What follows belongs to an exercise in optimizing a design on an open flow for small area, a short achievable clock period and few clock cycles per item; a production flow would make more cautious choices.
Where RTL was checked, it was by simulation tests only, not by an equivalence proof against the original.
Power is estimated from default activity; no workload was simulated.

==> module audio_peak_level_meter, before the edit <==
module audio_peak_level_meter (
  input  logic        clk,
  input  logic        rst,
  input  logic        cfg_write,
  input  logic [1:0]  cfg_index,
  input  logic [5:0]  cfg_data,
  input  logic        in_valid,
  output logic        in_stall,
  input  logic [7:0]  data_byte,
  input  logic        buffer_end,
  output logic        out_valid,
  input  logic        out_stall,
  output logic [17:0] level_q16,
  output logic [31:0] peak_value
);
  logic [1:0]  szc;
  logic [1:0]  kind;
  logic [2:0]  chl;
  logic        cap;
  logic [1:0]  bpos;
  logic [2:0]  cpos;
  logic [23:0] sh;
  logic [31:0] mag;
  logic        p_sd;    
  logic        p_fd;    
  logic        p_be;    
  logic [31:0] run;
  logic [31:0] bpk;
  logic        bz;
  logic [17:0] lvl;     
  logic        lp;      
  logic        cv_fmt;  
  logic        cv_sh;   
  logic [4:0]  cnt;
  logic        stall;
  logic        accept;
  logic        track;
  logic        fl;
  logic        sample_done;
  logic        frame_done;
  logic [31:0] raw;
  logic [31:0] mag_in;
  logic [31:0] run_upd;
  logic [31:0] peak;
  logic [17:0] level;
  always_ff @(posedge clk) begin
    if (rst) begin
      szc  <= 2'd2;
      kind <= 2'd0;
      chl  <= 3'd1;
      cap  <= 1'b0;
    end else if (cfg_write) begin
      case (cfg_index)
        2'd0: szc <= (cfg_data == 6'd8)  ? 2'd1 :
                     (cfg_data == 6'd16) ? 2'd2 :
                     (cfg_data == 6'd32) ? 2'd3 : 2'd0;
        2'd1: kind <= cfg_data[1:0];
        2'd2: chl <= (cfg_data[3:0] == 4'd0) ? 3'd0 :
                     cfg_data[3] ? 3'd7 : 3'(cfg_data[2:0] - 3'd1);
        default: cap <= cfg_data[0];
      endcase
    end
  end
  assign stall    = (cv_fmt || cv_sh || lp || out_valid) && (p_fd || p_be);
  assign in_stall = stall;
  assign accept   = in_valid && !stall;
  assign track    = cap && (szc != 2'd0);
  assign fl       = (kind == 2'd2) && (szc == 2'd3);
  assign sample_done = (szc == 2'd1) || (szc == 2'd2 && bpos[0]) || (bpos == 2'd3);
  assign frame_done  = (cpos == chl);
  always_ff @(posedge clk) begin
    if (accept) begin
      case (bpos)
        2'd0: sh[7:0]   <= data_byte;
        2'd1: sh[15:8]  <= data_byte;
        default: sh[23:16] <= data_byte;
      endcase
    end
  end
  function automatic logic [31:0] cond_neg(input logic [31:0] x,
                                           input logic [1:0] sz,
                                           input logic s);
    logic [31:0] low;   
    logic [31:0] r;
    low = x;
    for (int w = 1; w < 32; w = w * 2)
      for (int i = 0; i < 32; i++)
        if ((i / w) % 2 == 1) low[i] = low[i] | low[(i / w) * w - 1];
    low = {low[30:0], 1'b0};
    for (int i = 0; i < 32; i++) begin
      if (i < 8 || (i < 16 && sz != 2'd1) || sz == 2'd3)
        r[i] = x[i] ^ (s & low[i]);
      else
        r[i] = 1'b0;
    end
    r[8]  = r[8]  | (sz == 2'd1 && s && x[6:0] == 7'd0);
    r[16] = r[16] | (sz == 2'd2 && s && x[14:0] == 15'd0);
    cond_neg = r;
  endfunction
  always_comb begin
    case (szc)
      2'd1:    raw = {24'd0, data_byte};
      2'd2:    raw = {16'd0, data_byte, sh[7:0]};
      default: raw = {data_byte, sh};
    endcase
    if (fl)
      mag_in = (raw[30:23] == 8'hff && raw[22:0] != 23'd0) ? 32'd0 : {1'b0, raw[30:0]};
    else if (kind[1])
      mag_in = 32'd0;
    else
      mag_in = cond_neg(raw, szc, kind == 2'd0 && data_byte[7]);
  end
  always_ff @(posedge clk) begin
    if (accept && sample_done) mag <= mag_in;
  end
  always_ff @(posedge clk) begin
    if (rst) begin
      bpos <= 2'd0;
      cpos <= 3'd0;
      p_sd <= 1'b0;
      p_fd <= 1'b0;
      p_be <= 1'b0;
    end else if (!stall) begin
      p_sd <= accept && track && sample_done;
      p_fd <= accept && track && sample_done && frame_done;
      p_be <= accept && buffer_end;
      if (accept) begin
        if (buffer_end || szc == 2'd0) begin
          bpos <= 2'd0;
          cpos <= 3'd0;
        end else if (sample_done) begin
          bpos <= 2'd0;
          cpos <= frame_done ? 3'd0 : cpos + 3'd1;
        end else begin
          bpos <= bpos + 2'd1;
        end
      end
    end
  end
  always_comb begin
    run_upd = (mag > run) ? mag : run;
    peak    = p_fd ? run_upd : (bz ? 32'd0 : bpk);
  end
  always_ff @(posedge clk) begin
    if (rst) begin
      run       <= 32'd0;
      bz        <= 1'b1;
      out_valid <= 1'b0;
      lvl       <= 18'd0;
      lp        <= 1'b0;
      cv_fmt    <= 1'b0;
      cv_sh     <= 1'b0;
    end else begin
      if (!stall) begin
        if (p_be) begin
          run    <= 32'd0;
          bz     <= 1'b1;
          lp     <= !(fl && track);
          cv_fmt <= fl && track;
        end else begin
          if (p_sd) run <= run_upd;
          if (p_fd) bz <= 1'b0;
        end
      end
      if (out_valid && !out_stall) out_valid <= 1'b0;
      if (cv_fmt) begin
        cv_fmt <= 1'b0;
        cv_sh  <= 1'b1;
      end
      if (cv_sh && cnt == 5'd0) begin
        cv_sh <= 1'b0;
        lp    <= 1'b1;
      end
      if (lp) begin
        lp        <= 1'b0;
        out_valid <= 1'b1;
        if (track) lvl <= level;
      end
    end
  end
  always_ff @(posedge clk) begin
    if (cv_fmt) begin
      bpk <= bpk[30] ? 32'hffff_ffff :
             (bpk[29:28] == 2'b11) ? {1'b1, bpk[22:0], 8'd0} : 32'd0;
      cnt <= (!bpk[30] && bpk[29:28] == 2'b11) ? ~bpk[27:23] : 5'd0;
    end else if (cv_sh) begin
      if (cnt != 5'd0) begin
        bpk <= {1'b0, bpk[31:1]};
        cnt <= cnt - 5'd1;
      end
    end else if (!stall) begin
      if (p_be) bpk <= peak;
      else if (p_fd) bpk <= run_upd;
    end
  end
  function automatic logic [17:0] level_of(input logic [31:0] p,
                                           input logic [1:0] sz,
                                           input logic uns);
    logic        c7, c8, c15, c16, c31, c32;
    logic        z;     
    logic        sat;
    logic [15:0] q;
    c7  = (sz == 2'd1) && !uns;
    c8  = (sz == 2'd1) && uns;
    c15 = (sz == 2'd2) && !uns;
    c16 = (sz == 2'd2) && uns;
    c31 = (sz == 2'd3) && !uns;
    c32 = (sz == 2'd3) && uns;
    z = (c7 & (&p[6:0])) | (c8 & (&p[7:0])) | (c15 & (&p[14:0])) |
        (c16 & (&p[15:0])) | (c31 & (&p[30:0])) | (c32 & (&p[31:0]));
    sat = (c7 & p[8]) | (c15 & p[16]) | (c31 & p[31] & p[0]);
    q = ({16{c7}}  & {p[6:0], p[6:0], p[6:5]}) |
        ({16{c8}}  & {p[7:0], p[7:0]}) |
        ({16{c15}} & {p[14:0], p[14]}) |
        ({16{c16}} & p[15:0]) |
        ({16{c31}} & p[30:15]) |
        ({16{c32}} & p[31:16]);
    level_of = {sat, ~sat & (z | (c31 & p[31])), {16{~sat & ~z}} & q};
  endfunction
  assign level      = level_of(bpk, szc, kind == 2'd1);
  assign level_q16  = lvl;
  assign peak_value = bpk;
endmodule
clock: 9.0 ns
lec_check: 0
cap_margin: 20
core_margin: 2
core_utilization: 40
cts_buf_list: sky130_fd_sc_hd__clkbuf_8
cts_cluster_size: 30
setup_slack_margin: 5
slew_margin: 20
run.sh (not shown) runs the stock make flow with config.mk's settings and CLKGATE_MAP_FILE= SYNTH_SCRIPT=/design/flow/synth_recipe.tcl, a recipe that flattens the netlist after the stock synthesis.
Testbench counts at the start, summed over its fixed seeds: cycles 44,753, bytes 43,768.
==> next run, changes <==
--- a/flow/design.v
+++ b/flow/design.v
@@ -27,11 +27,10 @@
   logic        p_be;    
   logic [31:0] run;
   logic [31:0] bpk;
   logic        bz;
   logic [17:0] lvl;     
-  logic        lp;      
   logic        cv_fmt;  
   logic        cv_sh;   
   logic [4:0]  cnt;
   logic        stall;
   logic        accept;
@@ -60,11 +59,11 @@
                      cfg_data[3] ? 3'd7 : 3'(cfg_data[2:0] - 3'd1);
         default: cap <= cfg_data[0];
       endcase
     end
   end
-  assign stall    = (cv_fmt || cv_sh || lp || out_valid) && (p_fd || p_be);
+  assign stall    = (cv_fmt || cv_sh || out_valid) && (p_fd || p_be);
   assign in_stall = stall;
   assign accept   = in_valid && !stall;
   assign track    = cap && (szc != 2'd0);
   assign fl       = (kind == 2'd2) && (szc == 2'd3);
   assign sample_done = (szc == 2'd1) || (szc == 2'd2 && bpos[0]) || (bpos == 2'd3);
@@ -138,46 +137,42 @@
       end
     end
   end
   always_comb begin
     run_upd = (mag > run) ? mag : run;
-    peak    = p_fd ? run_upd : (bz ? 32'd0 : bpk);
+    peak    = (p_fd && !cv_sh) ? run_upd : ((bz && !cv_sh) ? 32'd0 : bpk);
   end
   always_ff @(posedge clk) begin
     if (rst) begin
       run       <= 32'd0;
       bz        <= 1'b1;
       out_valid <= 1'b0;
       lvl       <= 18'd0;
-      lp        <= 1'b0;
       cv_fmt    <= 1'b0;
       cv_sh     <= 1'b0;
     end else begin
+      if (out_valid && !out_stall) out_valid <= 1'b0;
       if (!stall) begin
         if (p_be) begin
           run    <= 32'd0;
           bz     <= 1'b1;
-          lp     <= !(fl && track);
           cv_fmt <= fl && track;
+          if (!(fl && track)) out_valid <= 1'b1;
+          if (track && !fl) lvl <= level;
         end else begin
           if (p_sd) run <= run_upd;
           if (p_fd) bz <= 1'b0;
         end
       end
-      if (out_valid && !out_stall) out_valid <= 1'b0;
       if (cv_fmt) begin
         cv_fmt <= 1'b0;
         cv_sh  <= 1'b1;
       end
       if (cv_sh && cnt == 5'd0) begin
-        cv_sh <= 1'b0;
-        lp    <= 1'b1;
-      end
-      if (lp) begin
-        lp        <= 1'b0;
+        cv_sh     <= 1'b0;
         out_valid <= 1'b1;
-        if (track) lvl <= level;
+        lvl       <= level;
       end
     end
   end
   always_ff @(posedge clk) begin
     if (cv_fmt) begin
@@ -216,9 +211,9 @@
         ({16{c16}} & p[15:0]) |
         ({16{c31}} & p[30:15]) |
         ({16{c32}} & p[31:16]);
     level_of = {sat, ~sat & (z | (c31 & p[31])), {16{~sat & ~z}} & q};
   endfunction
-  assign level      = level_of(bpk, szc, kind == 2'd1);
+  assign level      = level_of(peak, szc, kind == 2'd1);
   assign level_q16  = lvl;
   assign peak_value = bpk;
 endmodule
Outcome: Cell count rises by about 22%; hold slack barely changes; clock power decreases by about 6%; non-clock buffer count rises by 49; global-route usage went up by 6.3 points; die area climbs by about 11%; routed wire length increases by about 50%; fmax decreases by 0.79%; design area goes up by 18%; worst setup slack got worse by 0.031 ns; total power grows by 3.1%.
Function not checked in the second run of this note: the RTL went through the layout flow alone.

[port drivers added, routing unchanged]
Ports are ideal in the flow. The routed layouts listed here were re-timed in OpenROAD.
Step 1: set_driving_cell puts a clkbuf_16 on clk and a buf_2 on each other input, an assumption about the parent block.
Step 2 adds t to the input delays and takes it off the output delays; t is the mean of the earliest and latest rising clock arrival at the registers after step 1. Input paths then give back, and output paths get back, about the clock's delay inside the block.
Slacks: ideal / step 1 / step 2; pairs: ideal / step 1.
run | t, ns | setup WS [ns] | worst setup path after step 2 | clock arrival spread, ns | cell pins on the clock port's net
the first run | 0.500 | 5.074 / 5.031 / 4.662 | input to register | 0.020 / 0.021 | 1
the second run | 0.510 | 5.043 / 5.036 / 4.652 | input to register | 0.026 / 0.025 | 1
After both steps setup and hold are still met in every run listed. For the first run, which loses most, drivers alone change the setup slack by -0.043 ns; drivers and shift together by -0.412 ns.
